Source: an optimization exercise on an open RTL-to-GDS flow (aim: small area and a short achievable clock period). Production flows keep margins and buffers that such runs may drop.
Function was checked by simulation only, so behaviour that the tests miss may differ from the original.
Power is estimated from default activity; no workload was simulated.

Design fused_mult_top, start of the top module:
module fused_mult_top (
	input  logic                     clk,
	input  logic                     reset,
	input  fused_mult_pkg::operand_t a,
	input  fused_mult_pkg::operand_t b,
	input  logic                     a_sign,
	input  logic                     b_sign,
	input  fused_mult_pkg::mode_t    mode,
	output fused_mult_pkg::result_t  result
);
	logic [53:0] as_w, bs_w, a_d, b_d;
	wire wide = (mode == 2'd0);
	assign as_w[8:0] = wide ? a[8:0] : a[8:0];
	assign bs_w[8:0] = wide ? b[8:0] : b[8:0];
	assign as_w[17:9] = wide ? a[17:9] : a[17:9];
	assign bs_w[17:9] = wide ? b[17:9] : b[17:9];
	assign as_w[26:18] = wide ? a[26:18] : a[26:18];
	assign bs_w[26:18] = wide ? b[8:0] : b[26:18];
	assign as_w[35:27] = wide ? a[17:9] : a[35:27];
	assign bs_w[35:27] = wide ? b[8:0] : b[35:27];
	assign as_w[44:36] = wide ? a[8:0] : a[44:36];
	assign bs_w[44:36] = wide ? b[17:9] : b[44:36];
	assign as_w[53:45] = wide ? a[26:18] : a[53:45];
	assign bs_w[53:45] = wide ? b[17:9] : b[53:45];
	always_comb begin
		for (int k = 0; k < 6; k++) begin
			case (mode)
				2'd2: begin
					a_d[9*k +: 9] = {as_w[9*k +: 8], 1'b0};
					b_d[9*k +: 9] = {bs_w[9*k +: 4], bs_w[9*k+4 +: 4], 1'b0};
				end
				2'd3: begin
					a_d[9*k +: 9] = {1'b0, as_w[9*k +: 8]};
					b_d[9*k +: 9] = {1'b0, bs_w[9*k +: 2], bs_w[9*k+2 +: 2], bs_w[9*k+4 +: 2], bs_w[9*k+6 +: 2]};
				end
				default: begin
					a_d[9*k +: 9] = as_w[9*k +: 9];
					b_d[9*k +: 9] = bs_w[9*k +: 9];
				end
			endcase
		end
	end
	wire [3:0] ctl_d = {mode, a_sign, b_sign};
	wire cd0 = (ctl_d == 4'd0) | (ctl_d == 4'd1) | (ctl_d == 4'd2) | (ctl_d == 4'd3) | (ctl_d == 4'd4) | (ctl_d == 4'd5) | (ctl_d == 4'd6) | (ctl_d == 4'd7);
	wire cd1 = (ctl_d == 4'd0) | (ctl_d == 4'd1) | (ctl_d == 4'd2) | (ctl_d == 4'd3) | (ctl_d == 4'd4) | (ctl_d == 4'd5) | (ctl_d == 4'd6) | (ctl_d == 4'd7) | (ctl_d == 4'd12) | (ctl_d == 4'd13) | (ctl_d == 4'd14) | (ctl_d == 4'd15);
	wire cd2 = (ctl_d == 4'd13) | (ctl_d == 4'd15);
	wire cd3 = (ctl_d == 4'd5) | (ctl_d == 4'd7);
	wire cd4 = (ctl_d == 4'd0) | (ctl_d == 4'd1) | (ctl_d == 4'd2) | (ctl_d == 4'd3) | (ctl_d == 4'd4) | (ctl_d == 4'd5) | (ctl_d == 4'd6) | (ctl_d == 4'd7) | (ctl_d == 4'd8) | (ctl_d == 4'd9) | (ctl_d == 4'd10) | (ctl_d == 4'd11);
	wire cd5 = (ctl_d == 4'd14) | (ctl_d == 4'd15);
	wire cd6 = (ctl_d == 4'd13) | (ctl_d == 4'd14);
  ...
Settings: LEC_CHECK=0, CAP_MARGIN=20, CORE_MARGIN=2, CORE_UTILIZATION=60, CTS_CLUSTER_DIAMETER=100, CTS_CLUSTER_SIZE=30, PLACE_DENSITY=0.75, SETUP_SLACK_MARGIN=5, SLEW_MARGIN=20, SYNTH_HIERARCHICAL=1, SYNTH_MINIMUM_KEEP_SIZE=0; clock period 11.0 ns.
standard.sh (not shown) runs the stock make flow with config.mk's settings and CLKGATE_MAP_FILE= SYNTH_SCRIPT=/design/flow/synth_recipe.tcl, a recipe that flattens the netlist after the stock synthesis.
==> flow/flow/run.sh <==
#!/bin/bash
# The standard layout (the standard.sh, unchanged synthesis and steps),
# with plain buf_1 cells as the port buffers instead of the resizer's
# default pick (a clock delay buffer).
export BUFFER_PORTS_ARGS="-buffer_cell sky130_fd_sc_hd__buf_1"
bash standard.sh > standard.log 2>&1
Edit:
Settings changed: CORE_UTILIZATION 60 to 65, PLACE_DENSITY 0.75 to 0.8.
After rerunning: Die area went down by 7.6%. Wire length fell by 2.6%. Critical path depth went up by 1. Hold slack degrades by 0.014 ns. Sequential power stays flat.

[re-timing with driven ports]
The results above use ideal ports. As a check the final layouts listed here were re-extracted and re-timed, cells and wires unchanged. Step 1 assumes that a clkbuf_16 drives the clock port and a buf_2 every other input. Step 2 also shifts input and output timing later by t, the mid clock arrival at the registers, as if the neighbouring blocks saw the same clock. a / b / c = no drivers / after step 1 / after step 2; a / b = the first two.
run	t, ns	setup slack, ns	hold slack, ns	worst setup path at the end
the first run	0.593	4.905 / 4.905 / 4.905	0.445 / 0.445 / 0.445	register to register
the second run	0.589	4.873 / 4.873 / 4.873	0.430 / 0.430 / 0.430	register to register
After both steps setup and hold are still met in every run listed.
